From an optimization exercise on the open Yosys and OpenROAD flow, aimed at small area, a short achievable clock period and few clock cycles per item; shortcuts taken in it are not production practice.
RTL that was checked went through simulation tests only; none was proved equivalent to the original.
No functional check of the RTL was part of run 7.
Power figures rest on the tool's default switching activity, not on a simulated workload.

[flow/run.sh]
#!/bin/bash
set -euo pipefail
cd "$(dirname "$0")/.."
bash standard.sh BUFFER_PORTS_ARGS="-buffer_cell sky130_fd_sc_hd__buf_1" finish > standard_flow.log 2>&1
[standard.sh]
#!/bin/bash
# synth_recipe.tcl (not shown) runs the flow's synth.tcl, then flattens the netlist and writes it again
# the make line also repeats each setting of config.mk as NAME=value (left out here)
make -C /OpenROAD-flow-scripts/flow DESIGN_CONFIG=/design/flow/config.mk WORK_HOME=/design/flow/orfs CLKGATE_MAP_FILE= SYNTH_SCRIPT=/design/flow/synth_recipe.tcl "${@:-finish}"
[config.mk]
export PLATFORM = sky130hd
export DESIGN_NAME = trit_dma_top
export DESIGN_NICKNAME = trit_dma_top
export VERILOG_FILES = /design/flow/design.v
export SDC_FILE = /design/flow/constraint.sdc
export NUM_CORES = 4
export LEC_CHECK = 0
export CAP_MARGIN = 20
export CORE_MARGIN = 2
export CORE_UTILIZATION = 80
export CTS_CLUSTER_DIAMETER = 100
export CTS_CLUSTER_SIZE = 25
export SETUP_SLACK_MARGIN = 2.0
export SLEW_MARGIN = 20
export SYNTH_HIERARCHICAL = 1
export TNS_END_PERCENT = 0
[constraint.sdc]
create_clock -name core_clock -period 5.0 [get_ports {i_clk}]
set_input_delay 1.0000 -clock core_clock [delete_from_list [all_inputs] [get_ports {i_clk}]]
set_output_delay 1.0000 -clock core_clock [all_outputs]
set_load 0.01 [all_outputs]
[design.v]
`default_nettype none
package trit_dma_pkg;
    typedef logic [128-1:0] mword_t;
    typedef logic [28-1:0] maddr_t;
    typedef logic [32-1:0] sword_t;
    typedef logic [3-1:0] saddr_t;
    typedef logic [1:0] trit_t;
    typedef logic [2*27-1:0] trit_row_t;
    typedef logic [63:0] tick_t;
    typedef enum logic [1:0] {
        IDLE,
        LOAD,
        STORE,
        DONE
    } seq_state_t;
endpackage
`default_nettype wire
`timescale 1ns/1ps
`default_nettype none
module read_master (
    input  wire [28-4:0] i_base,
    input  wire                   i_carry,
    output logic [28-4:0] o_addr
);
    assign o_addr = i_base + (28-3)'(i_carry);
endmodule
`default_nettype wire
`timescale 1ns/1ps
`default_nettype none
module trit_dma_top (
    input  wire                       i_clk,
    input  wire                       i_arst,
    output logic                      o_finish_int,
    input  wire                       i_slave_write,
    input  wire                       i_slave_read,
    input  trit_dma_pkg::saddr_t      i_slave_address,
    input  trit_dma_pkg::sword_t      i_slave_writedata,
    input  wire [32/8-1:0]   i_slave_byteenable,
    output trit_dma_pkg::sword_t      o_slave_readdata,
    output logic                      o_slave_waitrequest,
    output logic                      o_slave_readdatavalid,
    output trit_dma_pkg::maddr_t      o_master_address,
    output logic                      o_master_read,
    output logic                      o_master_write,
    output trit_dma_pkg::mword_t      o_master_writedata,
    output logic [16-1:0]      o_master_byteenable,
    input  wire                       i_master_waitrequest,
    input  trit_dma_pkg::mword_t      i_master_readdata,
    input  wire                       i_master_readdatavalid
);
    localparam int DEPTH = 2;           
    localparam int PTR_W = (DEPTH > 1) ? $clog2(DEPTH) : 1;
    localparam int NB    = 16;
    localparam int LASTW = 6 - 1;
    trit_dma_pkg::sword_t src_reg;
    trit_dma_pkg::sword_t dst_reg;
    trit_dma_pkg::tick_t  tick_cnt;
    logic                 busy;
    logic                 finish;
    logic                 first;      
    logic                 start;
    assign o_slave_waitrequest   = 1'b0;
    assign o_slave_readdatavalid = i_slave_read;
    assign o_finish_int          = finish;
    assign start = i_slave_write && (i_slave_address == 3'd0) &&
                   i_slave_byteenable[0] && i_slave_writedata[1];
    always_ff @(posedge i_clk or posedge i_arst) begin
        if (i_arst) begin
            src_reg <= '0;
            dst_reg <= '0;
        end else if (i_slave_write) begin
            for (int i = 0; i < 32/8; i++) begin
                if (i_slave_byteenable[i]) begin
                    if (i_slave_address == 3'd1) src_reg[8*i +: 8] <= i_slave_writedata[8*i +: 8];
                    if (i_slave_address == 3'd2) dst_reg[8*i +: 8] <= i_slave_writedata[8*i +: 8];
                end
            end
        end
    end
    always_ff @(posedge i_clk or posedge i_arst) begin
        if (i_arst) begin
            tick_cnt <= '0;
        end else if (first) begin
            tick_cnt <= '0;
        end else if (busy) begin
            tick_cnt <= tick_cnt + 1'b1;
        end
    end
    always_comb begin
        case (i_slave_address)
            3'd0:      o_slave_readdata = {30'd0, busy, finish};
            3'd1:     o_slave_readdata = src_reg;
            3'd2:     o_slave_readdata = dst_reg;
            3'd3: o_slave_readdata = tick_cnt[31:0];
            3'd4: o_slave_readdata = tick_cnt[63:32];
            default:         o_slave_readdata = '0;
        endcase
    end
    logic [2:0]       rd_idx;     
    logic [2:0]       wr_idx;     
    logic [1:0]       avail;      
    logic [1:0]       cred;       
    logic             rd_q;
    logic             wr_q;
    logic             rd_acc;
    logic             wr_acc;
    logic             last_wr;
    logic [2:0]       rd_idx_n;
    logic [2:0]       wr_idx_n;
    logic [1:0]       avail_n;
    logic [1:0]       cred_n;
    logic             room_n;
    logic             rd_n;
    logic             wr_n;
    logic             byp;        
    logic             byp_ok;     
    logic             wr_cur;     
    logic             addr_wr;    
    logic [2:0]           addr_lo;    
    logic                 addr_cy;    
    logic [28-4:0] addr_hi_src;
    logic [28-4:0] addr_hi_dst;
    assign o_master_read       = rd_q;
    assign byp                 = byp_ok && i_master_readdatavalid;
    assign wr_cur              = wr_q || byp;
    assign o_master_write      = wr_cur;
    assign rd_acc              = rd_q && !i_master_waitrequest;
    assign wr_acc              = wr_cur && !i_master_waitrequest;
    assign last_wr             = wr_acc && (wr_idx == 3'(LASTW));
    assign o_master_byteenable = {16{1'b1}};
    assign addr_hi_src         = addr_wr ? dst_reg[28-1:3] : src_reg[28-1:3];
    read_master hi_i (.i_base(addr_hi_src), .i_carry(addr_cy), .o_addr(addr_hi_dst));
    assign o_master_address    = {addr_hi_dst, addr_lo};
    assign rd_idx_n = rd_idx + 3'(rd_acc);
    assign wr_idx_n = wr_idx + 3'(wr_acc);
    assign avail_n  = avail + 2'(i_master_readdatavalid) - 2'(wr_acc);
    assign cred_n   = cred - 2'(rd_acc) + 2'(wr_acc);
    assign room_n   = (rd_idx_n != 3'(LASTW + 1)) && (cred_n != 2'd0);
    assign rd_n     = (rd_q && i_master_waitrequest) ||
                      (!(wr_cur && i_master_waitrequest) && room_n);
    assign wr_n     = (wr_cur && i_master_waitrequest) ||
                      (!(rd_q && i_master_waitrequest) && !room_n && (avail_n != 2'd0));
    always_ff @(posedge i_clk) begin
        addr_wr <= !start && !rd_n;
        if (start) begin
            {addr_cy, addr_lo} <= {1'b0, src_reg[2:0]};
        end else if (!rd_n) begin
            {addr_cy, addr_lo} <= {1'b0, dst_reg[2:0]} + {1'b0, wr_idx_n};
        end else begin
            {addr_cy, addr_lo} <= {1'b0, src_reg[2:0]} + {1'b0, rd_idx_n};
        end
    end
    always_ff @(posedge i_clk or posedge i_arst) begin
        if (i_arst) begin
            busy   <= 1'b0;
            finish <= 1'b0;
            first  <= 1'b0;
            rd_q   <= 1'b0;
            wr_q   <= 1'b0;
            rd_idx <= '0;
            wr_idx <= '0;
            avail  <= '0;
            cred   <= '0;
            byp_ok <= 1'b0;
        end else begin
            first <= start;
            if (start) begin
                busy   <= 1'b1;
                finish <= 1'b0;
                rd_q   <= 1'b1;
                wr_q   <= 1'b0;
                rd_idx <= '0;
                wr_idx <= '0;
                avail  <= '0;
                cred   <= 2'(DEPTH);
                byp_ok <= 1'b0;
            end else begin
                rd_idx <= rd_idx_n;
                wr_idx <= wr_idx_n;
                avail  <= avail_n;
                cred   <= cred_n;
                byp_ok <= busy && !last_wr && !rd_n && !wr_n && (avail_n == 2'd0);
                if (last_wr) begin
                    busy   <= 1'b0;
                    finish <= 1'b1;
                    rd_q   <= 1'b0;
                    wr_q   <= 1'b0;
                end else if (busy) begin
                    rd_q <= rd_n;
                    wr_q <= wr_n;
                end
            end
        end
    end
    logic [2*NB-1:0]  buf_q [DEPTH];
    logic [DEPTH-1:0] rx_sel;     
    logic [DEPTH-1:0] wr_sel;     
    logic             tail_ok;    
    always_ff @(posedge i_clk or posedge i_arst) begin
        if (i_arst) begin
            rx_sel  <= DEPTH'(1);
            wr_sel  <= DEPTH'(1);
            tail_ok <= 1'b1;
        end else if (start) begin
            rx_sel  <= DEPTH'(1);
            wr_sel  <= DEPTH'(1);
            tail_ok <= 1'b1;
        end else begin
            if (i_master_readdatavalid) rx_sel <= {rx_sel[DEPTH-2:0], rx_sel[DEPTH-1]};
            if (wr_acc) begin
                wr_sel  <= {wr_sel[DEPTH-2:0], wr_sel[DEPTH-1]};
                tail_ok <= (wr_idx != 3'(LASTW - 1));
            end
        end
    end
    always_ff @(posedge i_clk) begin
        for (int e = 0; e < DEPTH; e++) begin
            if (i_master_readdatavalid && rx_sel[e]) begin
                for (int j = 0; j < NB; j++) buf_q[e][2*j +: 2] <= i_master_readdata[8*j +: 2];
            end
        end
    end
    always_comb begin
        logic [1:0] t;
        for (int j = 0; j < NB; j++) begin
            t = '0;
            for (int e = 0; e < DEPTH; e++) begin
                if (wr_sel[e] && (j == 0 || e != (LASTW % DEPTH) || tail_ok)) t = t | buf_q[e][2*j +: 2];
            end
            if (byp_ok) t = (j == 0 || tail_ok) ? i_master_readdata[8*j +: 2] : 2'b00;
            o_master_writedata[8*j +: 8] = {{6{t[1]}}, t};
        end
    end
endmodule
`default_nettype wire
==> results_dict.tcl, run 1 <==
set metrics [dict create \
    slew-limit-headroom_pct 4.028 \
    fin_crit_ps 3702 \
    outcome "complete, no violations" \
    syn_inst 1107 \
    antenna_found_initial 1 \
    end_kind "output port" \
    die-area_sq_um 16050 \
    yosys_warnings 8 \
    synth-main-ff-cell "dfrtp_1" \
    whs_ps 525.0 \
    io_buffers 266 \
    top_regs "buf_q x64, tick_cnt x64" \
    power.density_nw_per_um2 504.1 \
    h-tree-depth 1 \
    post-route-period-util_pct 74.05 \
    io-pin-count 382 \
    clock_skew_ps 31.30 \
    ant_nets 0 \
    clk_pin_slew_ps 110 \
    max_stage_delay_ps 400 \
    cp_slowest_cell "nor4_4" \
    cts_tree "yes" \
    grt_pass1_wl_microns 53770 \
    vias 10420 \
    syn2layout_area_growth_pct 9.340 \
    dr.max_layer_used "met4" \
    fmax_ghz 0.2701 \
    drt_iter0_drc 1634 \
    mostFrequentLayoutCell "buf_1" \
    crit_top_cell "ha_4" \
    die_x_microns 126.7 \
    clockBufferDepth 3 \
    cp_max_fo 7 \
    root_buffer "clkbuf_16" \
    die_y_microns 126.7 \
    grt-ovfl-total 0 \
    p_leak_nw 5.402 \
    path_buf_inv 3 \
    gp_congestion 0.8887 \
    syn_area_sq_um 12040 \
    ys_top_cells_by_area "dfrtp_1, edfxtp_1, mux2_2" \
    dp.final_hpwl_microns 21500 \
    initial_core_util_pct 82.24 \
    crit_chain "buf_12 -> mux2_4 -> ha_4 -> ha_4 -> nand3_4 -> nor4_4 -> buf_6 -> nand4_1 -> xnor2_1 -> buf_2" \
    synth_edf_count 64 \
    synth_seq_area_share_pct 47.78 \
    num_antenna_cells 0 \
    wl_met3_microns 4663 \
    layout-drive-gt1-share_pct 15.35 \
    drc 0 \
    final_nets 1464 \
    cts-hold-fix-buffers 0 \
    utilization_pct 89.92 \
    cts_sinks 218 \
    crit_required_ps 4000 \
    yosys.area.top_type "dfrtp_1" \
    grt_pass1_vias 9821 \
    yosys.area.top_type_share_pct 30.34 \
    slew_violations 0 \
    core_area_sq_um 14640 \
    cpLargestDelayFamily "simple AND/OR/NAND/NOR gates" \
    ir_drop_uv 497.3 \
    drv_cap 0 \
    final_area_sq_um 13170 \
    synthArstFlopShare_pct 68.35 \
    grt_usage_pct 42.60 \
    timing.final.hold_violations 0 \
    fillers 640 \
    rows 44 \
    wl_met2_microns 17230 \
    cp.arrival_ps 2700 \
    drt-vias-per-instance 7.129 \
    wl_met1_microns 12210 \
    post_drt_wl_per_cell_microns 25.22 \
    tns_ps 0 \
    layout_common_cells "buf_1, dfrtp_1, mux2_2" \
    synth-seq-cells 218 \
    first_pass_iters 10 \
    yosysUniqueCellTypes 60 \
    numCtsBuffers 12 \
    path_class "register to output port" \
    place_area_sq_um 12410 \
    setup_viol 0 \
    clkLatencyLatePin_ps 490 \
    routed_wl_microns 36840 \
    cp-start-kind "register" \
    rsz0062_at_grt "yes" \
    worst_slew_pin_slew_ps 1429 \
    synth.avg_cell_area_sq_um 10.88 \
    grt_max_degree 70 \
    holdCritPathClass "register to register" \
]
-- worst register-to-register path, delay by kind of cell, from the launching register on --
family          cells  cell delay, ps
buf+inv             1             350
flops               1             500
compound gates      1             160
simple gates        4            2240
-- final timing paths --
kind	startpoint	cells after the start	slack, ps	end
setup / recovery	addr_wr	10	1300	o_master_address[23]
hold / removal	dst_reg[28]	1	530	dst_reg[28]
setup reg to reg	tick_cnt[23]	6	1680	tick_cnt[59]
hold reg to reg	dst_reg[28]	1	530	dst_reg[28]
max in group asynchronous	i_arst	3	3190	first
min in group asynchronous	i_arst	2	670	dst_reg[7]
-- layout make-up --
class	instances	area (sq um)	share of cell area (%)
Clock buffer	18	344.1	2.613
Clock inverter	1	8.758	0.06651
Inverter	15	60.06	0.4561
Multi-Input combinational cell	719	5361	40.72
Sequential cell	218	5761	43.75
Tap cell	184	230.2	1.748
Timing Repair Buffer	306	1403	10.65
-- cells in the mapped netlist (18+ instances only) --
cell / n
xnor2_1: 20
nor2_1: 67
a21oi_1: 33
clkbuf_1: 46
dfrtp_1: 146
a22o_1: 61
mux2_2: 94
nand2_1: 73
nand3_1: 29
nand4_1: 30
buf_4: 115
a22oi_1: 62
edfxtp_1: 64
and3_1: 18
xor2_1: 39
o21ai_0: 21
-- modules after synthesis (local to each module, per instance) --
module	flops+latches	cells	area, sq um
read_master	0	64	510.5
trit_dma_top	218	1043	11530
-- per-layer routing --
metal,global-route usage [%],vias up
met2,70.75,996
met1,53.78,4883
met5,0,-
met3,10.71,276
met4,18.55,0
li1,-,4260
-- where the power goes --
group / switching [mW] / internal, mW
logic: 1.86 / 1.23
registers: 0.323 / 2.13
clock network: 0.597 / 0.487
-- kinds of logic (layout without fill, tap and decap cells) --
kind of cell	after synthesis	after routing	synth area share [%]
xor+xnor	60	60	4.478
flops	218	218	47.78
fa+ha+maj	19	19	2.099
simple gates	314	314	14.21
other cells	2	17	0.06236
compound gates	205	205	12.35
buf+inv	185	340	9.392
mux	104	104	9.621
-- through the flow --
step                      power [mW]  std cells  setup WS (ps)
after floorplan                4.844       1122           1688
after global placement         5.032       1418           1088
after detailed placement       5.172       1418          984.5
after CTS                      6.404       1456           1608
after global routing           6.908       1461           1269
final                          6.638       1461           1298
-- what timing repair did --
action / in CTS / in global routing
buffers inserted: 18 / 5
gates resized for setup: 42 / 10
gates cloned: 1 / 0
setup endpoints to repair: 197 / 204
pin swaps: 12 / 5
Testbench counts, summed over its fixed seeds: cycles 5,659, transfers 320.
==> inputs of run 2 (changes only) <==
--- a/config.mk
+++ b/config.mk
@@ -8,5 +8,5 @@
 export CAP_MARGIN = 20
 export CORE_MARGIN = 2
-export CORE_UTILIZATION = 80
+export CORE_UTILIZATION = 50
 export CTS_CLUSTER_DIAMETER = 100
 export CTS_CLUSTER_SIZE = 25
==> run 2 against run 1 <==
First-iteration DRC count decreased by 65%. Die area is 58% higher. Critical path depth down 1. Sequential power is 2% lower. Synthesized area is the same. Fmax is 11% higher. Sequential share of layout area down 0.69 points. Final area rose by 1.6%. Clock power is essentially flat. Clock-buffer cell count up 1. Final cell count increased by 9.0%. Combinational power shrank 7.4%. Critical path type unchanged. Largest cell class unchanged.
==> results_dict.tcl, run 2 <==
set metrics [dict create \
    slew-limit-headroom_pct 32.67 \
    worstSetupEndpoint "o_master_address[21]" \
    h-tree-depth 1 \
    layout_common_cells "buf_1, dfrtp_1, mux2_2" \
    num_antenna_cells 0 \
    synth_seq_area_share_pct 47.78 \
    top_regs "buf_q x64, tick_cnt x64" \
    outcome "complete, no violations" \
    fillers 2068 \
    seq_area_sq_um 5759 \
    syn2layout_area_growth_pct 11.06 \
    p_leak_nw 5.448 \
    drt_iter0_drc 574 \
    netSwitchingFraction_pct 39.28 \
    worst_slew_pin_slew_ps 1002 \
    p_int_mw 3.852 \
    fmax_ghz 0.2988 \
    multi_input_area_sq_um 5418 \
    cp_max_fo 5 \
    die_x_microns 159.2 \
    routed_wl_microns 28930 \
    holdCritPathClass "primary input to asynchronous set/reset pin" \
    yosys.area.top_type_share_pct 30.34 \
    dp_cells 1554 \
    rr_endpoint "addr_cy" \
    clk_pin_slew_ps 110 \
    timing.final.ws_setup_ps 1654 \
    cpLargestDelayFamily "buffers and inverters" \
    syn_area_sq_um 12040 \
    yosys.area.top_type "dfrtp_1" \
    cts-hold-fix-buffers 0 \
    ir_drop_uv 336.3 \
    switching_power_mw 2.492 \
    seqPwrFrac_pct 37.8 \
    drc 0 \
    grt_max_degree 80 \
    path_class "register to output port" \
    fin_crit_ps 3346 \
    clkLatencyLatePin_ps 490 \
    final_area_sq_um 13380 \
    synth_commonest_cells "dfrtp_1, buf_4, mux2_2" \
    final_nets 1459 \
    rsz0062_at_grt "yes" \
    gp_congestion 0.8310 \
    drt-vias-per-instance 5.617 \
    cp-start-kind "register" \
    finalPower_mw 6.343 \
    mostFrequentLayoutCell "buf_1" \
    crit_chain "buf_12 -> mux2_4 -> ha_4 -> nand3_2 -> nor4_4 -> buf_6 -> nand2_1 -> xnor2_1 -> buf_2" \
    yosysUniqueCellTypes 60 \
    drv_cap 0 \
    cts_tree "yes" \
    pwr-share-comb_pct 45.3 \
    grt_usage_pct 22.13 \
    stdcell_count 1592 \
    cp_slowest_cell "dfxtp_4" \
    numCtsBuffers 12 \
    r2r_slack_ps 1900 \
    crit_required_ps 4000 \
    setup_viol 0 \
    path_buf_inv 3 \
    post_drt_wl_per_cell_microns 18.17 \
    grt-ovfl-total 0 \
    io-pin-count 382 \
    slew_violations 0 \
    die_y_microns 159.2 \
    ys_top_cells_by_area "dfrtp_1, edfxtp_1, mux2_2" \
    first_pass_iters 5 \
    place_area_sq_um 12580 \
    r2r_cells 13 \
    cts_sinks 218 \
    grt_pass1_vias 8366 \
    rows 56 \
    max_stage_delay_ps 410 \
    place_worst_setup_slack_ps 1095 \
    worstSetupPathDepth 9 \
    antenna_found_initial 0 \
    r2r_start "byp_ok" \
    clock_skew_ps 28.00 \
    synthArstFlopShare_pct 68.35 \
    clockBufferDepth 3 \
    core_area_sq_um 23540 \
    synth-main-ff-cell "dfrtp_1" \
    die-area_sq_um 25340 \
    ant_nets 0 \
    vias 8943 \
    layout-drive-gt1-share_pct 15.79 \
    io_buffers 266 \
    synth.avg_cell_area_sq_um 10.88 \
    p_clk_share_pct 16.9 \
    initial_core_util_pct 51.15 \
    grt_pass1_wl_microns 46040 \
    tns_ps 0 \
    end_kind "output port" \
    cp.arrival_ps 2350 \
    synth-seq-cells 218 \
    dp.final_hpwl_microns 19830 \
    syn_inst 1107 \
    root_buffer "clkbuf_16" \
    startpoint "addr_wr" \
    timing.final.hold_violations 0 \
    power.density_nw_per_um2 474.3 \
    post-route-period-util_pct 66.92 \
    yosys_warnings 8 \
    synth_edf_count 64 \
    yosysMostFrequentCell "dfrtp_1" \
]
[run 2: cell counts after synthesis]
No cell type changed its count.
[run 2: cell families after synthesis]
kind of cell / after synthesis / synth area share, %
AO/OA/AOI/OAI: 205 / 12.35
XOR/XNOR: 60 / 4.478
adder cells (fa/ha/maj): 19 / 2.099
buffers and inverters: 185 / 9.392
flip-flops: 218 / 47.78
multiplexers: 104 / 9.621
other: 2 / 0.06236
AND/OR/NAND/NOR: 314 / 14.21
[run 2: timing repair]
item,CTS,global route
buffers inserted,13,3
pin swaps,15,6
setup endpoints to repair,192,200
cloned,2,0
resized for setup,61,9
[run 2: area by class of cell]
cell class | count | area share, %
sequential | 218 | 43.06
multi-input combinational | 719 | 40.51
timing repair buffer | 301 | 10.34
tap | 319 | 2.984
clock buffer | 19 | 2.601
inverter | 15 | 0.4490
clock inverter | 1 | 0.06548
[run 2: per-module statistics from Yosys (local to each module, per instance)]
module        copies in the design  cell area (sq um)  cells inside  flops+latches
trit_dma_top                     1              11530          1043            218
read_master                      1              510.5            64              0
[run 2: per-stage QoR]
stage / hold slack [ps] / utilization [%]
after global placement: 490.0 / 53.45
after floorplan: 473.9 / -
after CTS: 449.1 / 56.53
after global routing: 467.5 / 56.81
after detailed placement: 498.7 / 53.45
final: 451.4 / 56.81
[run 2: worst min-delay path by stage]
stage	end	cells after the start	from	slack, ps
6_report	dst_reg[14]	2	i_arst	450
5_1_grt	dst_reg[14]	2	i_arst	470
4_1_cts	dst_reg[14]	2	i_arst	450
3_5_place_dp	dst_reg[31]	1	dst_reg[31]	500
3_3_place_gp	dst_reg[28]	1	dst_reg[28]	490
2_1_floorplan	rx_sel[1]	2	rx_sel[1]	470
[run 2: power by group through the flow]
| stage | clock network (mW) | registers, mW | logic [mW] |
|---|---|---|---|
| floorplan | 0 | 2.31 | 2.54 |
| global placement | 0 | 2.41 | 2.66 |
| detailed placement | 0 | 2.42 | 2.68 |
| CTS | 1.11 | 2.40 | 2.88 |
| global route | 1.17 | 2.44 | 3.14 |
| finish | 1.07 | 2.40 | 2.87 |
[run 2: metal layers]
| layer | up-vias | GRT usage, % | part of all wire [%] |
|---|---|---|---|
| met3 | 27 | 2.761 | 4.5 |
| met2 | 264 | 38.10 | 49 |
| met5 | - | 0 | 0 |
| met4 | 0 | 5.041 | 2.1 |
| li1 | 4238 | - | - |
| met1 | 4414 | 30.09 | 44 |
==> inputs of run 3 (changes only) <==
--- a/config.mk
+++ b/config.mk
@@ -8,8 +8,8 @@
 export CAP_MARGIN = 20
 export CORE_MARGIN = 2
-export CORE_UTILIZATION = 50
+export CORE_UTILIZATION = 65
 export CTS_CLUSTER_DIAMETER = 100
 export CTS_CLUSTER_SIZE = 25
-export SETUP_SLACK_MARGIN = 2.0
+export SETUP_SLACK_MARGIN = 1.85
 export SLEW_MARGIN = 20
 export SYNTH_HIERARCHICAL = 1
==> run 3 against run 2 <==
Highest routed layer unchanged. Combinational power decreased by 3%. Final area decreased by 2.2%. Largest power group unchanged. Clock power about the same. Setup slack improved by 16 ps. Die area decreased by 23%. Routed wire length decreased by 4.1%. Sequential power about the same. Hold slack improved by 67 ps. Clock skew decreased by 9.2 ps. Via count increased by 0.49%.
==> results_dict.tcl, run 3 <==
set metrics [dict create \
    outcome "complete, no violations" \
    top_regs "buf_q x64, tick_cnt x64" \
    vias 8987 \
    yosysUniqueCellTypes 60 \
    slew_violations 0 \
    cp.arrival_ps 2330 \
    clockBufferDepth 3 \
    first_pass_iters 29 \
    routed_wl_microns 27750 \
    fin_crit_ps 3331 \
    ant_nets 0 \
    synth-seq-cells 218 \
    power.density_nw_per_um2 476.2 \
    h-tree-depth 1 \
    cts-hold-fix-buffers 0 \
    cts_tree "yes" \
    max_stage_delay_ps 390 \
    synth_commonest_cells "dfrtp_1, buf_4, mux2_2" \
    yosysMostFrequentCell "dfrtp_1" \
    switching_power_mw 2.452 \
    holdCritPathClass "register to register" \
    end_kind "output port" \
    fillers 1356 \
    rsz0062_at_grt "yes" \
    clkLatencyLatePin_ps 480 \
    setup_viol 0 \
    grt_pass1_vias 8590 \
    p_leak_nw 5.330 \
    path_class "register to output port" \
    yosys_warnings 8 \
    timing.final.ws_setup_ps 1669 \
    p_int_mw 3.779 \
    clock_skew_ps 18.76 \
    syn_area_sq_um 12040 \
    fmax_ghz 0.3002 \
    rows 49 \
    yosys.area.top_type_share_pct 30.34 \
    synth_edf_count 64 \
    die-area_sq_um 19630 \
    post_drt_wl_per_cell_microns 18.57 \
    cpLargestDelayFamily "simple AND/OR/NAND/NOR gates" \
    antenna_found_initial 0 \
    grt_max_degree 150 \
    worst_slew_pin_slew_ps 1036 \
    grt_pass1_wl_microns 44480 \
    layout_common_cells "buf_1, dfrtp_1, mux2_2" \
    io_buffers 266 \
    cp_max_fo 5 \
    drt-vias-per-instance 6.015 \
    place_worst_setup_slack_ps 1380 \
    crit_chain "mux2_2 -> ha_4 -> nand4_4 -> nor4_4 -> buf_6 -> nand2_1 -> xnor2_1 -> clkbuf_2" \
    synth.avg_cell_area_sq_um 10.88 \
    synth-main-ff-cell "dfrtp_1" \
    cts_sinks 218 \
    drt_iter0_drc 794 \
    cp-start-kind "register" \
    cp_slowest_cell "dfxtp_4" \
    numCtsBuffers 12 \
    p_clk_share_pct 17.0 \
    gp_congestion 0.8428 \
    drv_cap 0 \
    layout-drive-gt1-share_pct 14.07 \
    initial_core_util_pct 66.59 \
    syn2layout_area_growth_pct 8.665 \
    synth_seq_area_share_pct 47.78 \
    yosys.area.top_type "dfrtp_1" \
    drc 0 \
    ir_drop_uv 282.3 \
    seqPwrFrac_pct 38.4 \
    io-pin-count 382 \
    crit_required_ps 4000 \
    netSwitchingFraction_pct 39.35 \
    timing.final.hold_violations 0 \
    dp.final_hpwl_microns 19160 \
    die_y_microns 140.1 \
    die_x_microns 140.1 \
    ys_top_cells_by_area "dfrtp_1, edfxtp_1, mux2_2" \
    mostFrequentLayoutCell "buf_1" \
    path_buf_inv 2 \
    grt_usage_pct 27.81 \
    slew-limit-headroom_pct 30.27 \
    core_area_sq_um 18090 \
    num_antenna_cells 0 \
    synthArstFlopShare_pct 68.35 \
    tns_ps 0 \
    pwr-share-comb_pct 44.6 \
    clk_pin_slew_ps 100 \
    grt-ovfl-total 0 \
    root_buffer "clkbuf_16" \
    post-route-period-util_pct 66.61 \
    syn_inst 1107 \
    final_nets 1451 \
]
run 3: cell families (layout without fill, tap and decap cells):
kind of cell | Yosys count | in the layout | share of synthesized area, %
XOR/XNOR | 60 | 60 | 4.478
AND/OR/NAND/NOR | 314 | 314 | 14.21
multiplexers | 104 | 104 | 9.621
adder cells (fa/ha/maj) | 19 | 19 | 2.099
flip-flops | 218 | 218 | 47.78
buffers and inverters | 185 | 328 | 9.392
AO/OA/AOI/OAI | 205 | 205 | 12.35
other | 2 | 17 | 0.06236
run 3: Yosys stat by module, one instance, submodules excluded:
module	cell area, sq um	cells inside	flip-flops and latches
read_master	510.5	64	0
trit_dma_top	11530	1043	218
run 3: layer usage:
metal	wire, microns	part of all wire [%]	up-vias	track usage (%)
li1	-	-	4217	-
met1	11910	43	4406	38.53
met2	13840	50	319	47.94
met3	1349	4.9	45	2.769
met4	652	2.3	0	6.645
met5	0	0	-	0
run 3: what timing repair did:
action / 4_1_cts / 5_1_grt
gates cloned: 0 / 0
resized for setup: 35 / 17
pin swaps: 3 / 3
setup buffers: 6 / 5
setup endpoints to repair: 182 / 178
run 3: power by group through the flow:
stage          registers [mW]  logic, mW  clock network [mW]
3_3_place_gp             2.41       2.64                   0
2_1_floorplan            2.31       2.54                   0
5_1_grt                  2.43       3.04                1.15
3_5_place_dp             2.42       2.66                   0
6_report                 2.39       2.78                1.06
4_1_cts                  2.39       2.76                1.08
run 3: final timing paths:
check / cells after the start / end / slack [ps] / startpoint
min in group asynchronous: 3 / src_reg[14] / 750 / i_arst
max in group asynchronous: 3 / first / 3650 / i_arst
min: 1 / src_reg[31] / 520 / src_reg[31]
min reg2reg: 1 / src_reg[31] / 520 / src_reg[31]
max: 8 / o_master_address[24] / 1670 / addr_wr
max reg2reg: 5 / tick_cnt[48] / 1790 / busy
run 3: area by class of cell:
class	count	area, sq um	area share [%]
Inverter	15	60.06	0.4589
Clock buffer	19	347.8	2.658
Sequential cell	218	5759	44.01
Clock inverter	1	8.758	0.06693
Multi-Input combinational cell	719	5348	40.86
Timing Repair Buffer	293	1276	9.752
Tap cell	229	286.5	2.190
run 3: worst reg2reg max path: stages, from the launching register on:
cell and delay, ps:
dfrtp_1 740, o2111ai_1 490, nor3_1 450, nand4_1 580, or4_1 690, a21oi_1 180
run 3: per-stage QoR:
stage,power (mW),hold slack [ps],area (sq um),util (%),cells
after floorplan,4.844,473.9,12100,-,1122
after global placement,5.049,489.7,12460,68.92,1463
after detailed placement,5.086,497.0,12460,68.92,1463
after CTS,6.230,520.8,12990,71.84,1489
after global routing,6.621,539.5,13090,72.36,1494
final,6.232,518.5,13090,72.36,1494
==> inputs of run 4 (changes only) <==
--- a/config.mk
+++ b/config.mk
@@ -11,6 +11,6 @@
 export CTS_CLUSTER_DIAMETER = 100
 export CTS_CLUSTER_SIZE = 25
-export SETUP_SLACK_MARGIN = 1.85
+export SETUP_SLACK_MARGIN = 2.2
 export SLEW_MARGIN = 20
 export SYNTH_HIERARCHICAL = 1
-export TNS_END_PERCENT = 0
+export TNS_END_PERCENT = 10
==> run 4 against run 3 <==
Still clean on timing, DRC and antenna. Critical path depth increased by 1. Via count increased by 4.8%. Clock-buffer cell count is the same. Sequential power barely moved. Critical path type unchanged. Largest cell class unchanged. Largest power group unchanged.
==> results_dict.tcl, run 4 <==
set metrics [dict create \
    syn_area_sq_um 12040 \
    grt_pass1_wl_microns 48310 \
    io-pin-count 382 \
    slew-limit-headroom_pct 34.22 \
    core_area_sq_um 18090 \
    end_kind "output port" \
    cp.arrival_ps 2410 \
    mostFrequentLayoutCell "buf_1" \
    post-route-period-util_pct 68.18 \
    final_area_sq_um 14060 \
    clkLatencyLatePin_ps 490 \
    num_antenna_cells 0 \
    ys_top_cells_by_area "dfrtp_1, edfxtp_1, mux2_2" \
    yosysUniqueCellTypes 60 \
    die_y_microns 140.1 \
    drv_cap 0 \
    outcome "complete, no violations" \
    clockBufferDepth 3 \
    rsz0062_at_grt "yes" \
    utilization_pct 77.72 \
    layout-drive-gt1-share_pct 20.55 \
    rr_endpoint "tick_cnt[48]" \
    root_buffer "clkbuf_16" \
    vias 9417 \
    routed_wl_microns 31180 \
    first_pass_iters 25 \
    crit_required_ps 4000 \
    initial_core_util_pct 66.59 \
    max_stage_delay_ps 380 \
    die-area_sq_um 19630 \
    startpoint "addr_wr" \
    dp.final_hpwl_microns 19840 \
    synth-seq-cells 218 \
    worstSetupEndpoint "o_master_address[23]" \
    cp_slowest_cell "dfxtp_4" \
    top_regs "buf_q x64, tick_cnt x64" \
    whs_ps 432.2 \
    p_leak_nw 5.799 \
    drt-vias-per-instance 6.123 \
    numCtsBuffers 12 \
    yosys_warnings 8 \
    yosysMostFrequentCell "dfrtp_1" \
    r2r_slack_ps 1800 \
    timing.final.hold_violations 0 \
    worst_slew_pin_slew_ps 976.3 \
    synthArstFlopShare_pct 68.35 \
    syn2layout_area_growth_pct 16.72 \
    synth-main-ff-cell "dfrtp_1" \
    gp_congestion 0.8116 \
    place_worst_setup_slack_ps 1107 \
    cts_sinks 218 \
    synth_seq_area_share_pct 47.78 \
    finalPower_mw 6.768 \
    holdCritPathClass "primary input to asynchronous set/reset pin" \
    grt_max_degree 84 \
    power.density_nw_per_um2 481.5 \
    die_x_microns 140.1 \
    timing.final.ws_setup_ps 1591 \
    r2r_cells 6 \
    cp-start-kind "register" \
    drc 0 \
    antenna_found_initial 0 \
    h-tree-depth 1 \
    drt_iter0_drc 857 \
    place_area_sq_um 12510 \
    path_class "register to output port" \
    crit_chain "buf_12 -> buf_16 -> mux2_4 -> nand3_4 -> nor4_4 -> buf_6 -> nand4_1 -> xnor2_1 -> buf_2" \
    dp_cells 1464 \
    cts_tree "yes" \
    syn_inst 1107 \
    r2r_start "tick_cnt[0]" \
    clk_pin_slew_ps 110 \
    synth_commonest_cells "dfrtp_1, buf_4, mux2_2" \
    tns_ps 0 \
    clock_skew_ps 32.31 \
    layout_common_cells "buf_1, dfrtp_1, mux2_2" \
    slew_violations 0 \
    fin_crit_ps 3409 \
    stdcell_count 1538 \
    ant_nets 0 \
    rows 49 \
    post_drt_wl_per_cell_microns 20.27 \
    yosys.area.top_type "dfrtp_1" \
    synth_edf_count 64 \
    yosys.area.top_type_share_pct 30.34 \
    grt_usage_pct 30.80 \
    grt-ovfl-total 0 \
    cp_max_fo 5 \
    grt_pass1_vias 8908 \
    setup_viol 0 \
    synth.avg_cell_area_sq_um 10.88 \
    ir_drop_uv 375.1 \
    final_nets 1495 \
    fmax_ghz 0.2933 \
    io_buffers 266 \
]
## run 4: cell counts after synthesis
Identical to the previous run, type by type.
## run 4: power by group
| part | leakage [nW] | switching, mW | total, mW | internal, mW |
|---|---|---|---|---|
| sequential | 2.54 | 0.268 | 2.40 | 2.14 |
| clock | 0.172 | 0.585 | 1.07 | 0.490 |
| combinational | 3.09 | 1.79 | 3.29 | 1.50 |
## run 4: metal layers
layer | track usage (%) | part of all wire, %
met2 | 52.37 | 50
met5 | 0 | 0
met1 | 41.92 | 41
met3 | 4.274 | 6.3
met4 | 8.772 | 2.8
## run 4: modules after synthesis, one instance, submodules excluded
module / area (sq um) / flops+latches
trit_dma_top: 11530 / 218
read_master: 510.5 / 0
## run 4: cell families (layout without fill, tap and decap cells)
kind of cell	after synthesis	after routing	synth area share, %
flops	218	218	47.78
simple gates	314	314	14.21
compound gates	205	205	12.35
fa+ha+maj	19	19	2.099
mux	104	104	9.621
xor+xnor	60	60	4.478
other cells	2	17	0.06236
buf+inv	185	372	9.392
## run 4: final cells by class
cell class                 instances  area (sq um)
fill                            1211          4030
clock buffer                      19         347.8
multi-input combinational        719          5535
sequential                       218          5764
clock inverter                     1         8.758
timing repair buffer             337          2051
inverter                          15         62.56
tap                              229         286.5
## run 4: worst min-delay path by stage
stage	slack [ps]	startpoint	depth (start not counted)	to
final	430	i_arst	2	dst_reg[4]
after global routing	430	i_arst	2	dst_reg[4]
after CTS	520	src_reg[29]	1	src_reg[29]
after detailed placement	500	src_reg[31]	1	src_reg[31]
after global placement	490	src_reg[29]	1	src_reg[29]
after floorplan	470	rx_sel[1]	2	rx_sel[1]
## run 4: worst max-delay path, delay by kind of cell (launching register included)
family / cells / cell delay, ps
simple gates: 3 / 540
buf+inv: 4 / 610
flops: 1 / 380
mux: 1 / 220
xor+xnor: 1 / 170
## run 4: what timing repair did
item                       4_1_cts  5_1_grt
gates cloned                     8        3
buffers inserted                27       14
resized for setup              113       36
pin swaps                       19        6
hold buffers                     0        0
setup endpoints to repair      205      206
==> inputs of run 5 (changes only) <==
==> flow/run.sh (replaced) <==
#!/bin/bash
set -euo pipefail
cd "$(dirname "$0")/.."
bash standard.sh BUFFER_PORTS_ARGS="-buffer_cell sky130_fd_sc_hd__buf_1" \
    SETUP_MOVE_SEQUENCE="sizeup,swap" finish > standard_flow.log 2>&1
--- a/config.mk
+++ b/config.mk
@@ -11,6 +11,6 @@
 export CTS_CLUSTER_DIAMETER = 100
 export CTS_CLUSTER_SIZE = 25
-export SETUP_SLACK_MARGIN = 2.2
+export SETUP_SLACK_MARGIN = 2.0
 export SLEW_MARGIN = 20
 export SYNTH_HIERARCHICAL = 1
-export TNS_END_PERCENT = 10
+export TNS_END_PERCENT = 30
==> run 5 against run 4 <==
Sequential share of layout area up 1.5 points. Register-to-register slack better by 400 ps. Global-route usage down 2.7 points. Non-clock buffer count down 55. Still clean.
==> results_dict.tcl, run 5 <==
set metrics [dict create \
    clockBufferDepth 3 \
    yosys.area.top_type "dfrtp_1" \
    drt-vias-per-instance 6.111 \
    die_x_microns 140.1 \
    grt-ovfl-total 0 \
    layout-drive-gt1-share_pct 20.49 \
    clk_pin_slew_ps 100 \
    slew_violations 0 \
    numCtsBuffers 12 \
    h-tree-depth 1 \
    worst_slew_pin_slew_ps 995.8 \
    syn_inst 1107 \
    grt_pass1_vias 8706 \
    synth_seq_area_share_pct 47.78 \
    synth_edf_count 64 \
    io_buffers 266 \
    drv_cap 0 \
    layout_common_cells "buf_1, dfrtp_1, mux2_2" \
    die-area_sq_um 19630 \
    yosysUniqueCellTypes 60 \
    num_antenna_cells 0 \
    yosys_warnings 8 \
    synth-seq-cells 218 \
    first_pass_iters 30 \
    cts_tree "yes" \
    cp_max_fo 18 \
    crit_required_ps 4000 \
    synth_commonest_cells "dfrtp_1, buf_4, mux2_2" \
    grt_pass1_wl_microns 45080 \
    syn_area_sq_um 12040 \
    drc 0 \
    place_area_sq_um 12460 \
    yosysMostFrequentCell "dfrtp_1" \
    post-route-period-util_pct 71.41 \
    clkLatencyLatePin_ps 480 \
    routed_wl_microns 28450 \
    cp.arrival_ps 2570 \
    core_area_sq_um 18090 \
    top_regs "buf_q x64, tick_cnt x64" \
    syn2layout_area_growth_pct 12.70 \
    gp_congestion 0.8428 \
    p_leak_nw 5.606 \
    io-pin-count 382 \
    grt_max_degree 150 \
    clock_skew_ps 18.56 \
    setup_viol 0 \
    synth.avg_cell_area_sq_um 10.88 \
    cp-start-kind "register" \
    drt_iter0_drc 768 \
    antenna_found_initial 0 \
    initial_core_util_pct 66.59 \
    rows 49 \
    rsz0062_at_grt "yes" \
    yosys.area.top_type_share_pct 30.34 \
    fmax_ghz 0.2801 \
    vias 9063 \
    cts_sinks 218 \
    ir_drop_uv 284.2 \
    path_class "register to output port" \
    cts_setup_buffers 0 \
    holdCritPathClass "register to register" \
    ant_nets 0 \
    end_kind "output port" \
    power.density_nw_per_um2 488.2 \
    post_drt_wl_per_cell_microns 19.19 \
    timing.final.hold_violations 0 \
    final_area_sq_um 13570 \
    tns_ps 0 \
    synthArstFlopShare_pct 68.35 \
    mostFrequentLayoutCell "buf_1" \
    slew-limit-headroom_pct 33.06 \
    die_y_microns 140.1 \
    outcome "complete, no violations" \
    ys_top_cells_by_area "dfrtp_1, edfxtp_1, mux2_2" \
    fin_crit_ps 3571 \
    grt_usage_pct 28.13 \
    dp.final_hpwl_microns 19160 \
    synth-main-ff-cell "dfrtp_1" \
    final_nets 1440 \
    root_buffer "clkbuf_16" \
]
==> run 5: worst max-delay path: stages, from the launching register on <==
cell and delay [ps]:
dfxtp_4 460, buf_12 200, mux2_4 220, nand4_4 140
nor4_4 530, nand4_1 180, xnor2_1 200, buf_2 160
==> run 5: timing repair <==
item,CTS,global route
resized for setup,157,57
endpoints found under the hold margin,0,0
hold buffers,0,0
endpoints found under the setup margin,191,197
pin swaps,16,25
==> run 5: cell families after synthesis <==
| logic type | share of synthesized area, % |
|---|---|
| buffers and inverters | 9.392 |
| muxes | 9.621 |
| DFF | 47.78 |
| adders and majority gates | 2.099 |
| other | 0.06236 |
| AOI/OAI and AO/OA | 12.35 |
| and+or+nand+nor | 14.21 |
| xor gates and xnor gates | 4.478 |
==> run 5: stage by stage <==
stage	util, %	total power [mW]	cells	hold WS (ps)	worst slack (ps)
3_3_place_gp	68.92	5.049	1463	489.7	1389
2_1_floorplan	-	4.844	1122	473.9	1688
3_5_place_dp	68.92	5.086	1463	497.0	1380
6_report	75.04	6.626	1483	517.6	1429
5_1_grt	75.04	6.996	1483	539.5	1368
4_1_cts	73.94	6.503	1483	520.8	1425
==> run 5: area by class of cell <==
cell class | instances | area, sq um
clock buffers | 19 | 347.8
clock inverters | 1 | 8.758
fillers | 1266 | 4514
inverters | 15 | 60.06
multi-input cells | 719 | 5544
flip-flops and latches | 218 | 5763
well taps | 229 | 286.5
repair buffers | 282 | 1562
==> run 5: routing by layer <==
metal	global-route usage (%)	up-vias	routed length, microns
met2	48.98	353	14370
met3	2.940	48	1473
met5	0	-	0
met4	7.177	0	633
met1	38.27	4457	11980
li1	-	4205	-
==> run 5: per-module statistics from Yosys (local to each module, per instance) <==
module | flops+latches | copies in the design | cells inside
read_master | 0 | 1 | 64
trit_dma_top | 218 | 1 | 1043
==> run 5: path summary, 6_finish.rpt <==
kind / from / endpoint / slack (ps) / depth (start not counted)
max in group asynchronous: i_arst / first / 3630 / 3
max reg2reg: tick_cnt[0] / tick_cnt[48] / 2200 / 6
min in group asynchronous: i_arst / src_reg[14] / 760 / 3
min: dst_reg[31] / dst_reg[31] / 520 / 1
min reg2reg: dst_reg[31] / dst_reg[31] / 520 / 1
max: addr_wr / o_master_address[23] / 1430 / 7
==> run 5: power breakdown <==
group	total, mW	internal, mW	leakage [nW]	switching (mW)
clock network	1.06	0.489	0.172	0.569
registers	2.41	2.13	2.54	0.277
logic	3.16	1.45	2.89	1.70
total	6.63	4.07	5.61	2.55
==> inputs of run 6 (changes only) <==
--- a/config.mk
+++ b/config.mk
@@ -14,3 +14,3 @@
 export SLEW_MARGIN = 20
 export SYNTH_HIERARCHICAL = 1
-export TNS_END_PERCENT = 30
+export TNS_END_PERCENT = 100
==> run 6 against run 5 <==
Highest routed layer unchanged. Critical endpoint is now o_master_address[17]. Critical path type unchanged. Largest power group unchanged. Sequential power rose by 2%. Sequential share of layout area fell by 0.74 points. Setup slack improved by 130 ps. Synthesized cell count did not move. Flip-flop and latch count did not move. Final cell count rose by 0.13%.
==> results_dict.tcl, run 6 <==
set metrics [dict create \
    synthArstFlopShare_pct 68.35 \
    initial_core_util_pct 66.59 \
    syn_inst 1107 \
    synth_seq_area_share_pct 47.78 \
    final_nets 1440 \
    path_buf_inv 2 \
    power.density_nw_per_um2 485.0 \
    ir_drop_uv 358.3 \
    crit_required_ps 4000 \
    io_buffers 266 \
    min_to "rx_sel[1]" \
    fillers 1248 \
    yosysUniqueCellTypes 60 \
    syn2layout_area_growth_pct 14.78 \
    max_stage_delay_ps 360 \
    path_class "register to output port" \
    cpLargestDelayFamily "simple AND/OR/NAND/NOR gates" \
    synth-main-ff-cell "dfrtp_1" \
    grt_usage_pct 29.97 \
    startpoint "addr_wr" \
    pwr-share-comb_pct 47.1 \
    cp.arrival_ps 2440 \
    stdcell_count 1485 \
    die_x_microns 140.1 \
    root_buffer "clkbuf_16" \
    cts_tree "yes" \
    io-pin-count 382 \
    yosys.area.top_type "dfrtp_1" \
    rsz0062_at_grt "yes" \
    p_leak_nw 5.847 \
    drc 0 \
    clockBufferDepth 3 \
    slew-limit-headroom_pct 29.36 \
    clkLatencyLatePin_ps 490 \
    timing.final.hold_violations 0 \
    grt-ovfl-total 0 \
    antenna_found_initial 1 \
    first_pass_iters 25 \
    worst_slew_pin_slew_ps 1051 \
    ys_top_cells_by_area "dfrtp_1, edfxtp_1, mux2_2" \
    yosysMostFrequentCell "dfrtp_1" \
    outcome "complete, no violations" \
    grt_pass1_vias 8775 \
    switching_power_mw 2.620 \
    die_y_microns 140.1 \
    post-route-period-util_pct 68.87 \
    r2r_cells 6 \
    clk_pin_slew_ps 110 \
    vias 9239 \
    p_int_mw 4.085 \
    seqPwrFrac_pct 36.8 \
    numCtsBuffers 12 \
    r2r_slack_ps 2150 \
    holdPathStages 2 \
    synth.avg_cell_area_sq_um 10.88 \
    dp_cells 1463 \
    tns_ps 0 \
    cp-start-kind "register" \
    drt-vias-per-instance 6.222 \
    mostFrequentLayoutCell "dfrtp_1" \
    synth_commonest_cells "dfrtp_1, buf_4, mux2_2" \
    layout_common_cells "dfrtp_1, buf_1, mux2_2" \
    cp_max_fo 25 \
    cp_slowest_cell "dfxtp_2" \
    grt_pass1_wl_microns 46960 \
    synth-seq-cells 218 \
    end_kind "output port" \
    grt_max_degree 150 \
    setup_viol 0 \
    top_regs "buf_q x64, tick_cnt x64" \
    layout-drive-gt1-share_pct 29.43 \
    dp.final_hpwl_microns 20990 \
    rows 49 \
    post_drt_wl_per_cell_microns 20.50 \
    holdCritPathClass "register to register" \
    ant_nets 0 \
    hold_start "rx_sel[1]" \
    rr_endpoint "tick_cnt[36]" \
    slew_violations 0 \
    core_area_sq_um 18090 \
    fmax_ghz 0.2904 \
    drt_iter0_drc 622 \
    die-area_sq_um 19630 \
    crit_top_cell "ha_4" \
    clock_skew_ps 22.89 \
    routed_wl_microns 30440 \
    crit_chain "buf_12 -> mux2_4 -> ha_4 -> ha_4 -> and3_4 -> nand3_4 -> nor2_1 -> xor2_1 -> buf_2" \
    drv_cap 0 \
    gp_congestion 0.9178 \
    cts_sinks 218 \
    synth_edf_count 64 \
    yosys.area.top_type_share_pct 30.34 \
    p_clk_share_pct 16.1 \
    h-tree-depth 1 \
    netSwitchingFraction_pct 39.08 \
    yosys_warnings 8 \
    fin_crit_ps 3444 \
    r2r_start "tick_cnt[0]" \
    syn_area_sq_um 12040 \
]
==> run 6: logic make-up (layout without fill, tap and decap cells) <==
kind of cell / after synthesis / count (layout) / share of synthesized area (%)
simple gates: 314 / 314 / 14.21
compound gates: 205 / 205 / 12.35
flops: 218 / 218 / 47.78
buf+inv: 185 / 317 / 9.392
other cells: 2 / 19 / 0.06236
mux: 104 / 104 / 9.621
xor+xnor: 60 / 60 / 4.478
fa+ha+maj: 19 / 19 / 2.099
==> run 6: worst min-delay path, stage by stage (launching register included) <==
cell,delay [ps]
dfrtp_1,350
a21oi_1,60
nor2_1,80
==> run 6: stage by stage <==
stage	total power, mW	hold slack (ps)	setup slack [ps]	util, %	area, sq um
5_1_grt	7.078	558.4	1429	76.40	13820
3_5_place_dp	5.137	498.2	1087	69.11	12500
4_1_cts	6.382	524.7	1571	74.29	13440
2_1_floorplan	4.862	473.9	1961	-	12150
6_report	6.704	522.0	1556	76.43	13820
3_3_place_gp	5.076	487.1	1140	69.11	12500
==> run 6: worst max-delay path by stage <==
| stage | cells past startpoint | slack (ps) | to |
|---|---|---|---|
| 2_1_floorplan | 12 | 1960 | addr_cy |
| 3_3_place_gp | 7 | 1140 | o_slave_readdata[20] |
| 3_5_place_dp | 7 | 1090 | o_slave_readdata[20] |
| 4_1_cts | 9 | 1570 | o_master_address[27] |
| 5_1_grt | 9 | 1430 | o_master_address[27] |
| 6_report | 9 | 1560 | o_master_address[17] |
==> run 6: power by group through the flow <==
stage	clock network [mW]	registers [mW]	logic, mW
floorplan	0	2.31	2.55
global placement	0	2.43	2.64
detailed placement	0	2.44	2.69
CTS	1.10	2.44	2.84
global route	1.15	2.51	3.42
finish	1.08	2.47	3.16
==> run 6: final cells by class <==
class	instances	area, sq um	share of cell area [%]
diodes	2	5.005	0.03621
clock buffers	19	357.8	2.589
clock inverters	1	7.507	0.05431
inverters	15	67.56	0.4888
multi-input cells	719	5768	41.73
flip-flops and latches	218	5768	41.73
well taps	229	286.5	2.073
repair buffers	282	1563	11.31
==> run 6: timing repair <==
action	CTS	global route
setup endpoints to repair	195	171
hold buffers	0	0
hold endpoints to repair	0	0
pin swaps	49	24
gates resized for setup	168	146
setup buffers	0	0
==> run 6: layer usage <==
metal | wire, microns | part of all wire (%) | track usage [%] | vias up
met5 | 0 | 0 | 0 | -
met4 | 1276 | 4.2 | 12.12 | 0
met3 | 1907 | 6.3 | 4.855 | 67
met2 | 15540 | 51 | 52.37 | 364
met1 | 11710 | 38 | 37.50 | 4576
li1 | - | - | - | 4232
==> run 6: per-module statistics from Yosys, one instance, submodules excluded <==
module	times used	flops+latches
trit_dma_top	1	218
read_master	1	0
==> inputs of run 7 (changes only) <==
--- a/design.v
+++ b/design.v
@@ -81,7 +81,7 @@
         if (i_arst) begin
             tick_cnt <= '0;
-        end else if (first) begin
+        end else if (start) begin
             tick_cnt <= '0;
-        end else if (busy) begin
+        end else if (busy && !first) begin
             tick_cnt <= tick_cnt + 1'b1;
         end
@@ -119,6 +119,6 @@
     logic [2:0]           addr_lo;    
     logic                 addr_cy;    
-    logic [28-4:0] addr_hi_src;
-    logic [28-4:0] addr_hi_dst;
+    logic [28-4:0] addr_hi_base;   
+    logic [28-4:0] addr_hi;        
     assign o_master_read       = rd_q;
     assign byp                 = byp_ok && i_master_readdatavalid;
@@ -129,7 +129,7 @@
     assign last_wr             = wr_acc && (wr_idx == 3'(LASTW));
     assign o_master_byteenable = {16{1'b1}};
-    assign addr_hi_src         = addr_wr ? dst_reg[28-1:3] : src_reg[28-1:3];
-    read_master hi_i (.i_base(addr_hi_src), .i_carry(addr_cy), .o_addr(addr_hi_dst));
-    assign o_master_address    = {addr_hi_dst, addr_lo};
+    assign addr_hi_base        = addr_wr ? dst_reg[28-1:3] : src_reg[28-1:3];
+    read_master hi_i (.i_base(addr_hi_base), .i_carry(addr_cy), .o_addr(addr_hi));
+    assign o_master_address    = {addr_hi, addr_lo};
     assign rd_idx_n = rd_idx + 3'(rd_acc);
     assign wr_idx_n = wr_idx + 3'(wr_acc);
==> flow/run.sh (replaced) <==
#!/bin/bash
set -euo pipefail
cd "$(dirname "$0")/.."
bash standard.sh BUFFER_PORTS_ARGS="-buffer_cell sky130_fd_sc_hd__buf_1" finish > standard_flow.log 2>&1
--- a/config.mk
+++ b/config.mk
@@ -14,3 +14,3 @@
 export SLEW_MARGIN = 20
 export SYNTH_HIERARCHICAL = 1
-export TNS_END_PERCENT = 100
+export TNS_END_PERCENT = 0
==> run 7 against run 6 <==
Die area up 0.17%. Final area down 4.2%. Synthesized area up 0.18%. Fmax up 2.0%. Clock-buffer cell count down 1. Clock power about the same. Largest power group unchanged. Non-clock buffer count up 18. Utilization down 3.2 points. Critical path type unchanged. Combinational power down 14%. Flip-flop and latch count unchanged. First-iteration DRC count down 6.3%. Clock skew down 7.7 ps.
==> results_dict.tcl, run 7 <==
set metrics [dict create \
    max_stage_delay_ps 400 \
    power.density_nw_per_um2 483.5 \
    initial_core_util_pct 66.70 \
    rows 49 \
    ant_nets 0 \
    syn_inst 1084 \
    seq_area_sq_um 5758 \
    place_area_sq_um 12490 \
    ys_top_cells_by_area "dfrtp_1, edfxtp_1, mux2_2" \
    grt_pass1_wl_microns 45460 \
    crit_chain "buf_12 -> buf_12 -> mux2_4 -> nand4_4 -> nor4_4 -> buf_6 -> nand3_2 -> xnor2_1 -> buf_2" \
    yosysUniqueCellTypes 60 \
    antenna_found_initial 0 \
    die-area_sq_um 19670 \
    clock_skew_ps 15.23 \
    synth-main-ff-cell "dfrtp_1" \
    h-tree-depth 1 \
    grt_usage_pct 28.62 \
    root_buffer "clkbuf_16" \
    crit_required_ps 4000 \
    fin_crit_ps 3375 \
    yosys_warnings 8 \
    yosys.area.top_type_share_pct 30.28 \
    fillers 1321 \
    grt_max_degree 150 \
    cp_max_fo 5 \
    ir_drop_uv 358.6 \
    syn_area_sq_um 12060 \
    dp.final_hpwl_microns 19750 \
    yosys.area.top_type "dfrtp_1" \
    grt-ovfl-total 0 \
    synth_edf_count 64 \
    clk_pin_slew_ps 100 \
    layout_common_cells "buf_1, dfrtp_1, a22o_1" \
    routed_wl_microns 28700 \
    top_regs "buf_q x64, tick_cnt x64" \
    busiest_layer "met2" \
    r2r_slack_ps 1830 \
    drc 0 \
    cp_slowest_cell "dfxtp_4" \
    synth.avg_cell_area_sq_um 11.13 \
    use_met2_pct 47.57 \
    die_x_microns 140.2 \
    crit_top_cell "buf_12" \
    cp-start-kind "register" \
    grtUsageMet3_pct 5.880 \
    post_drt_wl_per_cell_microns 19.44 \
    drt-vias-per-instance 6.054 \
    clockBufferDepth 3 \
    slew-limit-headroom_pct 40.63 \
    post-route-period-util_pct 67.49 \
    worst_slew_pin_slew_ps 889.2 \
    holdCritPathClass "register to register" \
    synth-seq-cells 218 \
    tns_ps 0 \
    cts_sinks 218 \
    core_area_sq_um 18090 \
    timing.final.hold_violations 0 \
    yosysMostFrequentCell "dfrtp_1" \
    gp_congestion 0.8437 \
    p_leak_nw 5.212 \
    clkLatencyLatePin_ps 480 \
    numCtsBuffers 12 \
    final_nets 1434 \
    cts_tree "yes" \
    synthArstFlopShare_pct 68.35 \
    io-pin-count 382 \
    grt_pass1_vias 8530 \
    drt_iter0_drc 583 \
    path_class "register to output port" \
    synth_commonest_cells "dfrtp_1, buf_4, mux2_2" \
    first_pass_iters 5 \
    io_buffers 266 \
    setup_viol 0 \
    rsz0062_at_grt "yes" \
    grt_util_met1_pct 39.04 \
    vias 8935 \
    final_area_sq_um 13250 \
    layout-drive-gt1-share_pct 15.32 \
    cpLargestDelayFamily "buffers and inverters" \
    end_kind "output port" \
    slew_violations 0 \
    timing.final.ws_setup_ps 1625 \
    mostFrequentLayoutCell "buf_1" \
    fmax_ghz 0.2963 \
    synth_seq_area_share_pct 47.70 \
    outcome "complete, no violations" \
    num_antenna_cells 0 \
    syn2layout_area_growth_pct 9.801 \
    cp.arrival_ps 2370 \
    drv_cap 0 \
    path_buf_inv 4 \
    die_y_microns 140.2 \
    place_worst_setup_slack_ps 964.1 \
    multi_input_area_sq_um 5388 \
]
run 7: cells by family (layout without fill, tap and decap cells):
family,Yosys count,count (layout),synth area share [%]
xor gates and xnor gates,64,64,4.875
and+or+nand+nor,297,297,13.96
muxes,95,95,8.826
adders and majority gates,19,19,2.095
DFF,218,218,47.70
AOI/OAI and AO/OA,201,201,13.00
other,2,17,0.06225
buffers and inverters,188,336,9.490
run 7: path summary, 6_finish.rpt:
check,startpoint,endpoint,depth (start not counted)
max in group asynchronous,i_arst,tick_cnt[20],3
worst max-delay path,addr_wr,o_master_address[20],9
min in group asynchronous,i_arst,dst_reg[6],3
worst max register to register,byp_ok,addr_cy,12
worst min-delay path,src_reg[31],src_reg[31],1
worst min register to register,src_reg[31],src_reg[31],1
run 7: stage by stage:
step                std cells  power, mW  utilization [%]  hold slack [ps]
floorplan                1099      4.816                -            473.9
global placement         1440      5.113            69.04            491.2
detailed placement       1440      5.166            69.04            498.7
CTS                      1471      6.406            72.77            521.9
global route             1476      6.817            73.24            537.9
finish                   1476      6.405            73.24            518.2
run 7: final cells by class:
type / instances / share of cell area [%]
clock inverter: 1 / 0.06612
clock buffer: 18 / 2.598
timing repair buffer: 300 / 10.52
tap: 229 / 2.163
multi-input combinational: 693 / 40.67
sequential: 218 / 43.47
inverter: 17 / 0.5101
run 7: routing by layer:
layer / routed length, microns / vias up
met2: 13760 / 304
met5: 0 / -
li1: - / 4197
met4: 599 / 0
met3: 2118 / 41
met1: 12220 / 4393
run 7: report_power, final:
part | internal (mW) | total [mW] | switching [mW]
Combinational | 1.21 | 2.73 | 1.52
Clock | 0.486 | 1.05 | 0.565
Sequential | 2.22 | 2.62 | 0.404
run 7: timing repair:
action	in CTS	in global routing
pin swaps	9	5
setup endpoints to repair	191	201
hold buffers	0	0
resized for setup	46	8
setup buffers	10	4
gates cloned	2	1
run 7: modules after synthesis, one instance, submodules excluded:
module	copies in the design	cell area, sq um	cells
read_master	1	510.5	64
trit_dma_top	1	11550	1020
run 7: worst register-to-register path, delay by kind of cell, from the launching register on:
kind,cells,cell delay [ps]
flops,1,330
fa+ha+maj,2,450
compound gates,4,960
buf+inv,3,560
simple gates,2,470
xor+xnor,1,230
==> inputs of run 8 (changes only) <==
--- a/design.v
+++ b/design.v
@@ -24,4 +24,36 @@
 );
     assign o_addr = i_base + (28-3)'(i_carry);
+endmodule
+`default_nettype wire
+`timescale 1ns/1ps
+`default_nettype none
+module tick_group4 (
+    input  wire [3:0]  i_count,
+    input  wire        i_carry,
+    input  wire        i_clear,
+    output logic [3:0] o_count,
+    output logic       o_ones
+);
+    logic [3:0] c;
+    assign c[0]    = i_carry;
+    assign c[1]    = c[0] & i_count[0];
+    assign c[2]    = c[1] & i_count[1];
+    assign c[3]    = c[2] & i_count[2];
+    assign o_count = (i_count ^ c) & {4{!i_clear}};
+    assign o_ones  = &i_count;
+endmodule
+module tick_prefix16 (
+    input  wire [15:0]  i_ones,
+    input  wire         i_carry,
+    output logic [15:0] o_carry
+);
+    always_comb begin
+        logic run;
+        run = i_carry;
+        for (int k = 0; k < 16; k++) begin
+            o_carry[k] = run;
+            run        = run & i_ones[k];
+        end
+    end
 endmodule
 `default_nettype wire
@@ -78,11 +110,19 @@
         end
     end
+    trit_dma_pkg::tick_t tick_nx;
+    logic [15:0]         tick_ones;
+    logic [15:0]         tick_carry;
+    tick_prefix16 tick_pfx_i (.i_ones(tick_ones), .i_carry(busy), .o_carry(tick_carry));
+    for (genvar k = 0; k < 16; k++) begin : g_tick
+        tick_group4 tick_grp_i (
+            .i_count(tick_cnt[4*k +: 4]), .i_carry(tick_carry[k]), .i_clear(first),
+            .o_count(tick_nx[4*k +: 4]), .o_ones(tick_ones[k])
+        );
+    end
     always_ff @(posedge i_clk or posedge i_arst) begin
         if (i_arst) begin
             tick_cnt <= '0;
-        end else if (start) begin
-            tick_cnt <= '0;
-        end else if (busy && !first) begin
-            tick_cnt <= tick_cnt + 1'b1;
+        end else begin
+            tick_cnt <= tick_nx;
         end
     end
@@ -119,6 +159,6 @@
     logic [2:0]           addr_lo;    
     logic                 addr_cy;    
-    logic [28-4:0] addr_hi_base;   
-    logic [28-4:0] addr_hi;        
+    logic [28-4:0] addr_hi_src;
+    logic [28-4:0] addr_hi_dst;
     assign o_master_read       = rd_q;
     assign byp                 = byp_ok && i_master_readdatavalid;
@@ -129,7 +169,7 @@
     assign last_wr             = wr_acc && (wr_idx == 3'(LASTW));
     assign o_master_byteenable = {16{1'b1}};
-    assign addr_hi_base        = addr_wr ? dst_reg[28-1:3] : src_reg[28-1:3];
-    read_master hi_i (.i_base(addr_hi_base), .i_carry(addr_cy), .o_addr(addr_hi));
-    assign o_master_address    = {addr_hi, addr_lo};
+    assign addr_hi_src         = addr_wr ? dst_reg[28-1:3] : src_reg[28-1:3];
+    read_master hi_i (.i_base(addr_hi_src), .i_carry(addr_cy), .o_addr(addr_hi_dst));
+    assign o_master_address    = {addr_hi_dst, addr_lo};
     assign rd_idx_n = rd_idx + 3'(rd_acc);
     assign wr_idx_n = wr_idx + 3'(wr_acc);
==> run 8 against run 7 <==
Setup slack better by 40 ps. Die area shrank 2.3%. Largest cell class unchanged. Highest routed layer unchanged. Final cell count down 8.5%. Critical endpoint is now o_slave_readdata[2]. Fmax is 1.2% higher. Largest power group unchanged.
==> results_dict.tcl, run 8 <==
set metrics [dict create \
    outcome "complete, no violations" \
    numCtsBuffers 12 \
    io-pin-count 382 \
    layout_common_cells "buf_1, dfrtp_1, a22o_1" \
    worstSetupPathDepth 6 \
    max_stage_delay_ps 310 \
    num_antenna_cells 0 \
    clkLatencyLatePin_ps 480 \
    fin_crit_ps 3334 \
    grt_pass1_wl_microns 40900 \
    cp_max_fo 30 \
    timing.final.ws_setup_ps 1666 \
    syn_area_sq_um 11780 \
    post-route-period-util_pct 66.69 \
    stdcell_count 1350 \
    root_buffer "clkbuf_16" \
    rr_endpoint "addr_lo[2]" \
    tns_ps 0 \
    yosys_warnings 9 \
    hold_start "dst_reg[30]" \
    timing.final.hold_violations 0 \
    drt_iter0_drc 407 \
    setup_viol 0 \
    layout-drive-gt1-share_pct 17.04 \
    dp_cells 1323 \
    cp_slowest_cell "a221o_1" \
    finalPower_mw 6.015 \
    rows 49 \
    syn2layout_area_growth_pct 8.892 \
    ir_drop_uv 437.3 \
    cts_tree "yes" \
    place_worst_setup_slack_ps 1443 \
    p_leak_nw 5.684 \
    grt_pass1_vias 7610 \
    end_kind "output port" \
    grt_usage_pct 26.72 \
    slew_violations 0 \
    mostFrequentLayoutCell "buf_1" \
    drt-vias-per-instance 5.796 \
    post_drt_wl_per_cell_microns 19.40 \
    die_x_microns 138.6 \
    r2r_slack_ps 2050 \
    die-area_sq_um 19210 \
    drv_cap 0 \
    vias 7824 \
    clk_pin_slew_ps 90 \
    clockBufferDepth 3 \
    top_regs "buf_q x64, tick_cnt x64" \
    syn_inst 954 \
    dp.final_hpwl_microns 18650 \
    path_buf_inv 3 \
    final_nets 1354 \
    slew-limit-headroom_pct 39.05 \
    gp_congestion 0.8016 \
    worst_slew_pin_slew_ps 914.2 \
    core_area_sq_um 17840 \
    fmax_ghz 0.2999 \
    drc 0 \
    h-tree-depth 1 \
    ant_nets 0 \
    path_class "primary input to output port" \
    rsz0062_at_grt "yes" \
    utilization_pct 71.88 \
    initial_core_util_pct 66.01 \
    antenna_found_initial 0 \
    io_buffers 266 \
    grt_max_degree 150 \
    r2r_start "byp_ok" \
    grt-ovfl-total 0 \
    die_y_microns 138.6 \
    power.density_nw_per_um2 469.0 \
    holdPathStages 1 \
    synth.avg_cell_area_sq_um 12.34 \
    first_pass_iters 4 \
    clock_skew_ps 20.23 \
    crit_required_ps 4000 \
    min_to "dst_reg[30]" \
    routed_wl_microns 26190 \
    cpLargestDelayFamily "compound AO/OA/AOI/OAI gates" \
    holdCritPathClass "register to register" \
    fillers 1371 \
    cp.arrival_ps 2330 \
    r2r_cells 10 \
    crit_chain "buf_2 -> and3b_1 -> buf_4 -> a22o_1 -> a221o_1 -> buf_1" \
    cp-start-kind "primary input" \
    cts_sinks 218 \
]
run 8: per-stage QoR:
step	hold WS [ps]	instance area, sq um
5_1_grt	535.2	12820
4_1_cts	519.7	12800
3_3_place_gp	490.4	12220
3_5_place_dp	497.4	12220
6_report	516.3	12820
2_1_floorplan	473.9	11840
run 8: how the worst max path moves through the flow:
stage | startpoint | slack, ps | endpoint
6_report | i_slave_address[2] | 1670 | o_slave_readdata[2]
5_1_grt | addr_wr | 1530 | o_master_address[27]
4_1_cts | addr_wr | 1660 | o_master_address[17]
3_5_place_dp | i_slave_address[0] | 1440 | o_slave_readdata[15]
3_3_place_gp | i_slave_address[0] | 1450 | o_slave_readdata[14]
2_1_floorplan | i_master_waitrequest | 1800 | addr_lo[2]
run 8: power by group:
part           switching, mW  internal [mW]
combinational           1.47           1.10
clock                  0.564          0.489
sequential             0.256           2.14
run 8: final cells by class:
class,instances,area [sq um],area share (%)
flip-flops and latches,218,5761,44.92
multi-input cells,579,5115,39.89
repair buffers,289,1245,9.708
clock buffers,19,347.8,2.712
well taps,229,286.5,2.234
inverters,15,60.06,0.4683
clock inverters,1,8.758,0.06830
run 8: routing by layer:
metal  up-vias  global-route usage [%]  part of all wire, %
met5         -                       0                    0
met4         0                   5.747                  1.8
met2       215                   48.18                   52
li1       3687                       -                    -
met1      3897                   34.84                   41
met3        25                   3.522                  4.6
run 8: timing repair:
action                     CTS  global route
setup buffers                6             1
setup endpoints to repair  189           185
hold buffers                 0             0
pin swaps                    5             4
gates resized for setup     45             8
Testbench counts of run 8, summed over its fixed seeds: cycles 5,659, transfers 320.

-- port drivers added, routing unchanged --
No port has a modelled driver above. Below, the same layouts with a new extraction and two added sets of constraints. Step 1 assumes that a clkbuf_16 drives the clock port and a buf_2 every other input. Step 2 also shifts input and output timing later by t, the mid clock arrival at the registers, as if the neighbouring blocks saw the same clock. a / b / c = ideal / step 1 / step 2; a / b = the first two.
| run | shift t [ns] | setup WS [ns] | latest minus earliest clock arrival (ns) | worst register clock-pin slew, ns |
|---|---|---|---|---|
| run 1 | 0.522 | 1.298 / 1.252 / 1.116 | 0.035 / 0.035 | 0.11 / 0.11 |
| run 2 | 0.520 | 1.654 / 1.606 / 1.374 | 0.034 / 0.033 | 0.11 / 0.11 |
| run 3 | 0.512 | 1.669 / 1.624 / 1.382 | 0.023 / 0.023 | 0.10 / 0.10 |
| run 4 | 0.524 | 1.591 / 1.544 / 1.780 | 0.032 / 0.033 | 0.11 / 0.11 |
| run 5 | 0.512 | 1.429 / 1.382 / 1.658 | 0.022 / 0.022 | 0.10 / 0.10 |
| run 6 | 0.520 | 1.556 / 1.511 / 1.582 | 0.023 / 0.023 | 0.11 / 0.11 |
| run 7 | 0.517 | 1.625 / 1.578 / 1.346 | 0.016 / 0.016 | 0.10 / 0.10 |
| run 8 | 0.518 | 1.666 / 1.626 / 1.448 | 0.024 / 0.023 | 0.10 / 0.10 |
After both steps every run listed still meets setup and hold. The setup slack of run 3, which loses most, moves by -0.045 ns with the drivers and by -0.287 ns with both steps.
